What follows belongs to an exercise in optimizing a design on an open flow for small area and a short achievable clock period; a production flow would make more cautious choices. At most, simulation tests tie the RTL to the original design; equivalence was not proved. Power is estimated from default activity; no workload was simulated.

## v39
==> module branch_target_predictor, before the edit <==
module branch_target_predictor #(
    parameter int ENTRIES = 16,
    parameter int CNT_W   = 2,
    parameter int STAT_W  = 32
) (
    input  logic              CLK,
    input  logic              RST,
    input  logic              lookup_en,
    input  logic [31:0]       lookup_pc,
    output logic              pred_hit,
    output logic              pred_taken,
    output logic [31:0]       pred_target,
    input  logic              update_en,
    input  logic [31:0]       update_pc,
    input  logic              update_taken,
    input  logic [31:0]       update_target,
    input  logic              update_mispredict,
    input  logic              flush_all,
    output logic [STAT_W-1:0] lookup_count,
    output logic [STAT_W-1:0] mispredict_count
);
    localparam int IDX_W = $clog2(ENTRIES);
    localparam int TAG_W = 32 - IDX_W - 2;
    localparam logic [CNT_W-1:0] CNT_WEAK = CNT_W'(1) << (CNT_W - 1);
    logic [ENTRIES-1:0] valid;
    logic [TAG_W-1:0]   tags    [ENTRIES];
    logic [31:0]        targets [ENTRIES];
    logic [CNT_W-1:0]   cnts    [ENTRIES];
    logic [IDX_W-1:0] lk_idx;
    logic [TAG_W-1:0] lk_tag;
    logic [IDX_W-1:0] up_idx;
    logic [TAG_W-1:0] up_tag;
    logic             up_hit;
    logic             up_act;
    assign lk_idx = lookup_pc[IDX_W+1:2];
    assign lk_tag = lookup_pc[31:IDX_W+2];
    assign up_idx = update_pc[IDX_W+1:2];
    assign up_tag = update_pc[31:IDX_W+2];
    logic [ENTRIES-1:0] lk_dec;
    logic [31:0]        rd_target;
    logic               rd_cnt;
    always_comb begin
        pred_hit  = 1'b0;
        rd_cnt    = 1'b0;
        rd_target = '0;
        for (int i = 0; i < ENTRIES; i++) begin
            lk_dec[i] = (lk_idx == IDX_W'(i));
            pred_hit  = pred_hit | (lk_dec[i] && valid[i] && (tags[i] == lk_tag));
            rd_cnt    = rd_cnt | (lk_dec[i] & cnts[i][CNT_W-1]);
            rd_target = rd_target | ({32{lk_dec[i]}} & targets[i]);
        end
        pred_taken  = pred_hit & rd_cnt;
        pred_target = {32{pred_hit}} & rd_target;
    end
    assign up_hit = valid[up_idx] && (tags[up_idx] == up_tag);
    assign up_act = update_en && !flush_all;
    always_ff @(posedge CLK or posedge RST) begin
        if (RST)
            valid <= '0;
        else if (flush_all)
            valid <= '0;
        else if (update_en && update_taken)
            valid[up_idx] <= 1'b1;
    end
    always_ff @(posedge CLK) begin
        if (up_act && update_taken) begin
            tags[up_idx]    <= up_tag;
            targets[up_idx] <= update_target;
        end
    end
    always_ff @(posedge CLK) begin
        if (up_act) begin
            if (up_hit) begin
                if (update_taken) begin
                    if (cnts[up_idx] != '1)
                        cnts[up_idx] <= cnts[up_idx] + CNT_W'(1);
                end else if (cnts[up_idx] != '0) begin
                    cnts[up_idx] <= cnts[up_idx] - CNT_W'(1);
                end
            end else if (update_taken) begin
                cnts[up_idx] <= CNT_WEAK;
            end
        end
    end
    always_ff @(posedge CLK or posedge RST) begin
        if (RST) begin
            lookup_count     <= '0;
            mispredict_count <= '0;
        end else begin
            if (lookup_en && (lookup_count != '1))
                lookup_count <= lookup_count + STAT_W'(1);
            if (update_en && update_mispredict && (mispredict_count != '1))
                mispredict_count <= mispredict_count + STAT_W'(1);
        end
    end
endmodule
clock: 7.0 ns
lec_check: 0
cap_margin: 20
core_margin: 2
core_utilization: 55
setup_slack_margin: 2.0
slew_margin: 20
run.sh (not shown) runs the stock make flow with config.mk's settings and CLKGATE_MAP_FILE= SYNTH_SCRIPT=/design/flow/synth_recipe.tcl, a recipe that flattens the netlist after the stock synthesis.
v39 did not stop at any stage, and its layout met the timing, design-rule and antenna checks.
Modified inputs, v31 compared to v39
-- flow/design.v --
<<< v39, line 73
    assign up_idx = update_pc[IDX_W+1:2];
    assign up_tag = update_pc[31:IDX_W+2];
    logic [ENTRIES-1:0] lk_dec;
    logic [31:0]        rd_target;
    logic               rd_cnt;
    always_comb begin
        pred_hit  = 1'b0;
        rd_cnt    = 1'b0;
        rd_target = '0;
        for (int i = 0; i < ENTRIES; i++) begin
            lk_dec[i] = (lk_idx == IDX_W'(i));
            pred_hit  = pred_hit | (lk_dec[i] && valid[i] && (tags[i] == lk_tag));
            rd_cnt    = rd_cnt | (lk_dec[i] & cnts[i][CNT_W-1]);
            rd_target = rd_target | ({32{lk_dec[i]}} & targets[i]);
        end
        pred_taken  = pred_hit & rd_cnt;
        pred_target = {32{pred_hit}} & rd_target;
    end
    assign up_hit = valid[up_idx] && (tags[up_idx] == up_tag);
>>> v31, line 73
    assign up_idx = update_pc[IDX_W+1:2];
    assign up_tag = update_pc[31:IDX_W+2];
    logic [ENTRIES-1:0] lk_sel;
    logic [TAG_W-1:0]   rd_tag;
    logic [31:0]        rd_target;
    logic               rd_valid;
    logic               rd_cnt;
    always_comb begin
        rd_tag    = '0;
        rd_target = '0;
        rd_valid  = 1'b0;
        rd_cnt    = 1'b0;
        for (int i = 0; i < ENTRIES; i++) begin
            lk_sel[i] = (lk_idx == IDX_W'(i));
            rd_tag    = rd_tag    | ({TAG_W{lk_sel[i]}} & tags[i]);
            rd_target = rd_target | ({32{lk_sel[i]}} & targets[i]);
            rd_valid  = rd_valid  | (lk_sel[i] & valid[i]);
            rd_cnt    = rd_cnt    | (lk_sel[i] & cnts[i][CNT_W-1]);
        end
        pred_hit    = rd_valid && (rd_tag == lk_tag);
        pred_taken  = pred_hit && rd_cnt;
        pred_target = pred_hit ? rd_target : '0;
    end
    assign up_hit = valid[up_idx] && (tags[up_idx] == up_tag);
==> comparison <==
Area share of xor/xnor cells in the synthesized design (v31 over v39): decrease, 7.5 points
After synthesis and placement, the instance count of v31 is below that of v39.
Number of cells on the critical path (v31 over v39): increase, 5
Delta(pin count of the biggest net entering global routing, v31 - v39) < 0
Compared with v39, in v31 die area went down by 2600 um2, count of inserted tapcells lower, area overhead of the layout relative to synthesis has decreased.
Cmp v39 and v31 / portion of total power attributed to combinational logic / higher: v39
Compared with v39, v31 shows a higher largest driver fanout on the critical path.
Compared with v39, v31 shows placeable core region that has gone down by a few percent.
Function was not checked in any run of this note: the RTL went through the layout flow alone.


Setup of red:
The RTL this note starts from:
==> flow/design.v <==
module btb_top (
    input  logic        CLK,
    input  logic        RST,
    input  logic        lookup_en,
    input  logic [31:0] lookup_pc,
    output logic        pred_hit,
    output logic        pred_taken,
    output logic [31:0] pred_target,
    input  logic        update_en,
    input  logic [31:0] update_pc,
    input  logic        update_taken,
    input  logic [31:0] update_target,
    input  logic        update_mispredict,
    input  logic        flush_all,
    output logic [15:0] lookup_count,
    output logic [15:0] mispredict_count
);
    branch_target_predictor #(.ENTRIES(16), .CNT_W(2), .STAT_W(16)) u_btb (
        .CLK(CLK),
        .RST(RST),
        .lookup_en(lookup_en),
        .lookup_pc(lookup_pc),
        .pred_hit(pred_hit),
        .pred_taken(pred_taken),
        .pred_target(pred_target),
        .update_en(update_en),
        .update_pc(update_pc),
        .update_taken(update_taken),
        .update_target(update_target),
        .update_mispredict(update_mispredict),
        .flush_all(flush_all),
        .lookup_count(lookup_count),
        .mispredict_count(mispredict_count)
    );
endmodule

module branch_target_predictor #(
    parameter int ENTRIES = 16,
    parameter int CNT_W   = 2,
    parameter int STAT_W  = 32
) (
    input  logic              CLK,
    input  logic              RST,
    input  logic              lookup_en,
    input  logic [31:0]       lookup_pc,
    output logic              pred_hit,
    output logic              pred_taken,
    output logic [31:0]       pred_target,
    input  logic              update_en,
    input  logic [31:0]       update_pc,
    input  logic              update_taken,
    input  logic [31:0]       update_target,
    input  logic              update_mispredict,
    input  logic              flush_all,
    output logic [STAT_W-1:0] lookup_count,
    output logic [STAT_W-1:0] mispredict_count
);
    localparam int IDX_W = $clog2(ENTRIES);
    localparam int TAG_W = 32 - IDX_W - 2;
    localparam logic [CNT_W-1:0] CNT_WEAK = CNT_W'(1) << (CNT_W - 1);
    logic [ENTRIES-1:0] valid;
    logic [TAG_W-1:0]   tags    [ENTRIES];
    logic [31:0]        targets [ENTRIES];
    logic [CNT_W-1:0]   cnts    [ENTRIES];
    logic [IDX_W-1:0] lk_idx;
    logic [TAG_W-1:0] lk_tag;
    logic [IDX_W-1:0] up_idx;
    logic [TAG_W-1:0] up_tag;
    logic             up_hit;
    logic             up_act;
    assign lk_idx = lookup_pc[IDX_W+1:2];
    assign lk_tag = lookup_pc[31:IDX_W+2];
    assign up_idx = update_pc[IDX_W+1:2];
    assign up_tag = update_pc[31:IDX_W+2];
    logic [ENTRIES-1:0] lk_sel;
    always_comb begin
        pred_hit    = 1'b0;
        pred_taken  = 1'b0;
        pred_target = '0;
        for (int i = 0; i < ENTRIES; i++) begin
            lk_sel[i]   = (lk_idx == IDX_W'(i)) && valid[i] && (tags[i] == lk_tag);
            pred_hit    = pred_hit | lk_sel[i];
            pred_taken  = pred_taken | (lk_sel[i] & cnts[i][CNT_W-1]);
            pred_target = pred_target | ({32{lk_sel[i]}} & targets[i]);
        end
    end
    assign up_hit = valid[up_idx] && (tags[up_idx] == up_tag);
    assign up_act = update_en && !flush_all;
    always_ff @(posedge CLK or posedge RST) begin
        if (RST)
            valid <= '0;
        else if (flush_all)
            valid <= '0;
        else if (update_en && update_taken)
            valid[up_idx] <= 1'b1;
    end
    always_ff @(posedge CLK) begin
        if (up_act && update_taken) begin
            tags[up_idx]    <= up_tag;
            targets[up_idx] <= update_target;
        end
    end
    always_ff @(posedge CLK) begin
        if (up_act) begin
            if (up_hit) begin
                if (update_taken) begin
                    if (cnts[up_idx] != '1)
                        cnts[up_idx] <= cnts[up_idx] + CNT_W'(1);
                end else if (cnts[up_idx] != '0) begin
                    cnts[up_idx] <= cnts[up_idx] - CNT_W'(1);
                end
            end else if (update_taken) begin
                cnts[up_idx] <= CNT_WEAK;
            end
        end
    end
    always_ff @(posedge CLK or posedge RST) begin
        if (RST) begin
            lookup_count     <= '0;
            mispredict_count <= '0;
        end else begin
            if (lookup_en && (lookup_count != '1))
                lookup_count <= lookup_count + STAT_W'(1);
            if (update_en && update_mispredict && (mispredict_count != '1))
                mispredict_count <= mispredict_count + STAT_W'(1);
        end
    end
endmodule
Settings: LEC_CHECK=0, CAP_MARGIN=20, CORE_MARGIN=2, CORE_UTILIZATION=40, SETUP_SLACK_MARGIN=0.3, SLEW_MARGIN=20; clock period 7.0 ns.
Changes in blue relative to red:
--- a/flow/design.v
+++ b/flow/design.v
@@ -71,19 +71,12 @@
     assign lk_idx = lookup_pc[IDX_W+1:2];
     assign lk_tag = lookup_pc[31:IDX_W+2];
     assign up_idx = update_pc[IDX_W+1:2];
     assign up_tag = update_pc[31:IDX_W+2];
-    logic [ENTRIES-1:0] lk_sel;
     always_comb begin
-        pred_hit    = 1'b0;
-        pred_taken  = 1'b0;
-        pred_target = '0;
-        for (int i = 0; i < ENTRIES; i++) begin
-            lk_sel[i]   = (lk_idx == IDX_W'(i)) && valid[i] && (tags[i] == lk_tag);
-            pred_hit    = pred_hit | lk_sel[i];
-            pred_taken  = pred_taken | (lk_sel[i] & cnts[i][CNT_W-1]);
-            pred_target = pred_target | ({32{lk_sel[i]}} & targets[i]);
-        end
+        pred_hit    = valid[lk_idx] && (tags[lk_idx] == lk_tag);
+        pred_taken  = pred_hit && cnts[lk_idx][CNT_W-1];
+        pred_target = pred_hit ? targets[lk_idx] : '0;
     end
     assign up_hit = valid[up_idx] && (tags[up_idx] == up_tag);
     assign up_act = update_en && !flush_all;
     always_ff @(posedge CLK or posedge RST) begin
==> comparison <==
Per-cell via count in the routed design shrinks by a few percent when moving from red to blue. The higher maximum ir drop on the vdd rail came out of red. Total non-filler cell area in the finished layout: red and blue compared, higher one is red. Diff red -> blue | cell count after synthesis | down by more than 10%. The die area was comparable across red and blue. Of red and blue, red shows the higher wire length of the first global-routing pass, with blue below it. blue vs red on slew of the pin with the lowest slew margin: blue is the lower one. For the final period demand of the worst path, blue came in 0.17 ns lower than red did.
The RTL of red was laid out without a check of its function.

port drivers added, routing unchanged:
Ports are ideal in the flow. The routed layouts listed here were re-timed in OpenROAD. Step 1 sets driving cells, clkbuf_16 on the clock port and buf_2 on the other inputs (assumed; they add their load-dependent delay and slew). Step 2 times the ports against the registers' clock, not the clock port: input delays grow and output delays shrink by t, the midpoint of the rising clock arrivals with the driver on. Three values: no drivers, after step 1, after step 2; two values: the first two.
run	shift t [ns]	slack for setup (ns)	hold slack, ns	latest minus earliest clock arrival (ns)
v39	0.744	1.487 / 1.457 / 1.390	0.490 / 0.490 / 0.490	0.035 / 0.035
v31	0.748	0.721 / 0.540 / 0.540	0.500 / 0.500 / 0.500	0.046 / 0.046
red	0.753	0.331 / 0.308 / 0.308	0.497 / 0.497 / 0.497	0.041 / 0.040
blue	0.730	0.498 / 0.425 / 0.425	0.494 / 0.494 / 0.494	0.056 / 0.055
After both steps setup and hold are still met in every run listed. The setup slack of v31, which loses most, moves by -0.181 ns with the drivers and by -0.181 ns with both steps.
